From an optimization exercise on the open Yosys and OpenROAD flow, aimed at small area, a short achievable clock period and few clock cycles per item; shortcuts taken in it are not production practice.
Function was checked by simulation only, so behaviour that the tests miss may differ from the original.
No activity file was given, so power comes from the tool's default toggle rates.

==> flow/design.v <==
localparam WINDOW_DEPTH    = 16;   
localparam REG_CTRL        = 8'h00;   
localparam REG_RESULT_BASE = 8'h04;
localparam REG_RESULT_MAX  = 8'h08;
localparam REG_WINDOW      = 8'h0C;   
localparam REG_STREAM      = 8'h10;   
localparam REG_STATUS      = 8'h14;
`timescale 1ns/10ps
module join_top (
  input  logic        ap_clk,
  input  logic        rst_n,
  input  logic        host_cyc,
  input  logic        host_stb,
  input  logic        host_we,
  input  logic [31:0] host_adr,
  input  logic [31:0] host_dat_w,
  output logic        host_ack,
  output logic [31:0] host_dat_r,
  output logic        mem_cyc,
  output logic        mem_stb,
  output logic        mem_we,
  output logic [31:0] mem_adr,
  output logic [31:0] mem_dat_w,
  input  logic        mem_ack,
  input  logic [31:0] mem_dat_r
);
localparam WINDOW_DEPTH    = 16;   
localparam REG_CTRL        = 8'h00;   
localparam REG_RESULT_BASE = 8'h04;
localparam REG_RESULT_MAX  = 8'h08;
localparam REG_WINDOW      = 8'h0C;   
localparam REG_STREAM      = 8'h10;   
localparam REG_STATUS      = 8'h14;
  logic        rd_ack_q;      
  logic        h_v, b_v;      
  logic        h_s, b_s;      
  logic [15:0] h_d, b_d;      
  logic [7:0]  wkey [WINDOW_DEPTH];
  logic [7:0]  wval [WINDOW_DEPTH];
  logic [3:0]  wr_ptr;        
  logic        wfull;         
  logic [7:0]  p_key;         
  logic [7:0]  p_sval;
  logic [15:0] p_mask;        
  logic        p_valid;       
  logic [31:0] result_base;
  logic [15:0] result_max;
  logic [15:0] count;
  logic        over;
  logic        room_q;        
  logic        rc_q;          
  logic        stb_q;         
  logic [27:0] dat_q;         
  logic [31:2] adr_q;         
  logic        adr_c;         
  logic [31:0] rd_q;
  logic [15:0] p_below;       
  logic [15:0] p_low;         
  logic [15:0] p_rest;
  logic        free, take, issue, pop;
  logic [3:0] p_grp;          
  logic [3:0] p_grp_below;    
  always_comb begin
    for (int g = 0; g < 4; g++) p_grp[g] = |p_mask[4*g +: 4];
    p_grp_below[0] = 1'b0;
    p_grp_below[1] = p_grp[0];
    p_grp_below[2] = p_grp[0] | p_grp[1];
    p_grp_below[3] = p_grp[0] | p_grp[1] | p_grp[2];
    for (int g = 0; g < 4; g++) begin
      p_below[4*g]     = p_grp_below[g];
      p_below[4*g + 1] = p_grp_below[g] | p_mask[4*g];
      p_below[4*g + 2] = p_grp_below[g] | p_mask[4*g] | p_mask[4*g + 1];
      p_below[4*g + 3] = p_grp_below[g] | p_mask[4*g] | p_mask[4*g + 1] | p_mask[4*g + 2];
    end
  end
  assign p_low   = p_mask & ~p_below;
  assign p_rest  = p_mask & p_below;
  assign free    = !stb_q || mem_ack;         
  assign take    = free && p_valid;           
  assign issue   = take && room_q;
  logic [3:0] p_grp2;
  logic       p_multi;
  always_comb begin
    for (int g = 0; g < 4; g++)
      p_grp2[g] = (p_mask[4*g] & (p_mask[4*g+1] | p_mask[4*g+2] | p_mask[4*g+3]))
                | (p_mask[4*g+1] & (p_mask[4*g+2] | p_mask[4*g+3]))
                | (p_mask[4*g+2] & p_mask[4*g+3]);
    p_multi = (|p_grp2)
            | (p_grp[0] & (p_grp[1] | p_grp[2] | p_grp[3]))
            | (p_grp[1] & (p_grp[2] | p_grp[3]))
            | (p_grp[2] & p_grp[3]);
  end
  assign pop     = take && (!room_q || !p_multi);   
  logic [7:0]  offset;
  logic        wr_ok, wack, w_buf, op_base, op_max, op_clr;
  assign offset  = host_adr[7:0];
  assign wr_ok   = !b_v;
  assign wack    = host_cyc && host_stb && host_we && wr_ok;
  assign w_buf   = wack && ((offset == REG_WINDOW) || (offset == REG_STREAM));
  assign op_base = wack && (offset == REG_RESULT_BASE);
  assign op_max  = wack && (offset == REG_RESULT_MAX);
  assign op_clr  = wack && (offset == REG_CTRL) && host_dat_w[0];
  always_ff @(posedge ap_clk or negedge rst_n) begin
    if (!rst_n) rd_ack_q <= 1'b0;
    else        rd_ack_q <= host_cyc && host_stb && !host_we && !rd_ack_q;
  end
  logic busy;
  assign busy = stb_q || p_valid || (h_v && h_s) || (b_v && b_s);
  always_ff @(posedge ap_clk) begin
    case (offset)
      REG_RESULT_BASE: rd_q <= result_base;
      REG_RESULT_MAX:  rd_q <= {16'h0, result_max};
      REG_STATUS:      rd_q <= {14'h0, busy, over, count};
      default:         rd_q <= '0;
    endcase
  end
  assign host_ack   = (host_cyc && host_stb && host_we && wr_ok) || rd_ack_q;
  assign host_dat_r = rd_q;
  always_ff @(posedge ap_clk or negedge rst_n) begin
    if (!rst_n) begin
      result_base <= '0;
      result_max  <= '0;
    end else begin
      if (op_base) result_base <= host_dat_w;
      if (op_max)  result_max  <= host_dat_w[15:0];
    end
  end
  logic        h_go, win_go, ld_str;
  logic [15:0] wvalid, match;    
  always_comb begin
    for (int i = 0; i < WINDOW_DEPTH; i++) begin
      wvalid[i] = wfull || (4'(i) < wr_ptr);
      match[i]  = wvalid[i] && (wkey[i] == h_d[15:8]);
    end
  end
  assign win_go = h_v && !h_s && !p_mask[wr_ptr];
  assign ld_str = h_v && h_s && !p_valid;
  assign h_go   = win_go || ld_str;
  logic h_new, h_up, b_new;
  assign h_new = w_buf && (h_go || !h_v);
  assign h_up  = h_go && !w_buf;
  assign b_new = w_buf && h_v && !h_go;
  always_ff @(posedge ap_clk) begin
    if (h_new) begin
      h_s <= (offset == REG_STREAM);
      h_d <= host_dat_w[15:0];
    end else if (h_up) begin
      h_s <= b_s;
      h_d <= b_d;
    end
    if (b_new) begin
      b_s <= (offset == REG_STREAM);
      b_d <= host_dat_w[15:0];
    end
  end
  always_ff @(posedge ap_clk or negedge rst_n) begin
    if (!rst_n) begin
      h_v <= 1'b0;
      b_v <= 1'b0;
    end else if (op_clr) begin
      h_v <= 1'b0;
      b_v <= 1'b0;
    end else begin
      if (h_new)     h_v <= 1'b1;
      else if (h_up) h_v <= b_v;
      if (b_new)     b_v <= 1'b1;
      else if (h_go) b_v <= 1'b0;
    end
  end
  always_ff @(posedge ap_clk) begin
    if (win_go) begin
      wkey[wr_ptr] <= h_d[15:8];
      wval[wr_ptr] <= h_d[7:0];
    end
  end
  always_ff @(posedge ap_clk or negedge rst_n) begin
    if (!rst_n) begin
      wr_ptr <= '0;
      wfull  <= 1'b0;
    end else if (op_clr) begin
      wr_ptr <= '0;
      wfull  <= 1'b0;
    end else if (win_go) begin
      wr_ptr <= wr_ptr + 1'b1;
      if (wr_ptr == 4'hF) wfull <= 1'b1;
    end
  end
  always_ff @(posedge ap_clk) begin
    if (!p_valid) begin
      p_key  <= h_d[15:8];
      p_sval <= h_d[7:0];
    end
  end
  always_ff @(posedge ap_clk or negedge rst_n) begin
    if (!rst_n) begin
      p_mask  <= '0;
      p_valid <= 1'b0;
    end else if (ld_str) begin
      p_mask  <= match;
      p_valid <= |match;
    end else if (take) begin
      p_mask  <= room_q ? p_rest : '0;   
      p_valid <= !pop;
    end
  end
  logic [7:0] p_wval;
  logic [3:0] p_slot;
  always_comb begin
    p_wval = '0;
    p_slot = '0;
    for (int i = 0; i < 16; i++) begin
      p_wval = p_wval | ({8{p_low[i]}} & wval[i]);
      p_slot = p_slot | ({4{p_low[i]}} & 4'(i));
    end
  end
  always_ff @(posedge ap_clk) begin
    if (issue) dat_q <= {p_key, p_sval, p_wval, p_slot};
  end
  always_ff @(posedge ap_clk or negedge rst_n) begin
    if (!rst_n) begin
      stb_q <= 1'b0;
      count <= '0;
      over  <= 1'b0;
    end else if (op_clr) begin
      stb_q <= 1'b0;
      count <= '0;
      over  <= 1'b0;
    end else begin
      if (free) begin
        stb_q <= issue;
      end
      if (stb_q && mem_ack) count <= count + 1'b1;
      if (take && !room_q) over <= 1'b1;
    end
  end
  logic [16:0] count_p1, count_p2;
  assign count_p1 = {1'b0, count} + 17'd1;
  assign count_p2 = {1'b0, count} + 17'd2;
  always_ff @(posedge ap_clk or negedge rst_n) begin
    if (!rst_n) begin
      room_q <= 1'b0;
      rc_q   <= 1'b0;
    end else begin
      rc_q <= op_max || op_clr;
      if (rc_q)       room_q <= count < result_max;
      else if (issue) room_q <= stb_q ? (count_p2 != {1'b0, result_max})
                                      : (count_p1 != {1'b0, result_max});
    end
  end
  logic [8:0]  lo_sum, hi_sum0, hi_sum1;
  logic [16:0] adr_lo;
  assign lo_sum  = {1'b0, result_base[9:2]}   + {1'b0, count[7:0]};
  assign hi_sum0 = {1'b0, result_base[17:10]} + {1'b0, count[15:8]};
  assign hi_sum1 = {1'b0, result_base[17:10]} + {1'b0, count[15:8]} + 9'd1;
  assign adr_lo  = {lo_sum[8] ? hi_sum1 : hi_sum0, lo_sum[7:0]};
  always_ff @(posedge ap_clk) begin
    if (stb_q && mem_ack) begin
      adr_q <= adr_q + 1'b1;
      adr_c <= adr_c || (&adr_q[17:2]);
    end else begin
      {adr_c, adr_q[17:2]} <= adr_lo;
      adr_q[31:18]         <= result_base[31:18] + {13'h0, adr_c};
    end
  end
  assign mem_cyc   = stb_q;
  assign mem_stb   = stb_q;
  assign mem_we    = stb_q;
  assign mem_adr   = {adr_q, result_base[1:0]};
  assign mem_dat_w = {dat_q[27:4], 4'h0, dat_q[3:0]};
endmodule
clock: 5.0 ns
lec_check: 0
cap_margin: 20
core_margin: 2
core_utilization: 40
cts_cluster_diameter: 60
cts_cluster_size: 40
setup_slack_margin: 2.8
slew_margin: 20
tns_end_percent: 20
standard.sh (not shown) runs the stock make flow with config.mk's settings and CLKGATE_MAP_FILE= SYNTH_SCRIPT=/design/flow/synth_recipe.tcl, a recipe that flattens the netlist after the stock synthesis.
==> flow/flow/run.sh <==
#!/bin/bash
# The standard layout, with the port buffers made from sky130_fd_sc_hd__buf_2
# cells instead of the cell buffer_ports picks by default. The make output goes
# to flow_make.log here; ORFS's per-step logs stay under orfs/logs.
set -euo pipefail
export BUFFER_PORTS_ARGS="-buffer_cell sky130_fd_sc_hd__buf_2"
bash standard.sh finish > flow_make.log 2>&1
Testbench counts at the start, summed over its fixed seeds: cycles 6,408, items 1,432.
Change:
Settings changed: TNS_END_PERCENT 20 to 10.
The new run went through all stages and came out clean.
Global-route usage went up by 0.54 points.
Hold slack hardly moves.
Design area went down by 2.9%.
Setup slack improves by 0.018 ns.
Count of clock-buffer cells in the layout went down by 3.
Power went down by 5.9%.

afterwards: timing with drivers on the ports:
In the flow no input, the clock included, has a driving cell. The finished layouts below were timed again as built, in two steps.
Step 1 (the two cells are an assumption about what drives the block):
set clk [get_ports {ap_clk}]
set_driving_cell -lib_cell sky130_fd_sc_hd__clkbuf_16 $clk
set_driving_cell -lib_cell sky130_fd_sc_hd__buf_2 [delete_from_list [all_inputs] $clk]
Step 2 moves the port delays by t, midway between the first and last clock arrival at a register: inputs arrive t later, outputs are due t later. That takes back most of the time a late clock gives input paths.
Three values: ideal, step 1, step 2; two values: the first two.
run	shift t [ns]	setup slack, ns	worst setup path after step 2	clock arrival spread, ns	slew at the worst register clock pin (ns)
the first run	0.633	2.381 / 2.348 / 1.846	input to register	0.042 / 0.042	0.10 / 0.10
the second run	0.615	2.399 / 2.369 / 1.942	input to register	0.045 / 0.045	0.09 / 0.09
After both steps setup and hold are still met in every run listed. For the first run, which loses most, drivers alone change the setup slack by -0.033 ns; drivers and shift together by -0.535 ns.
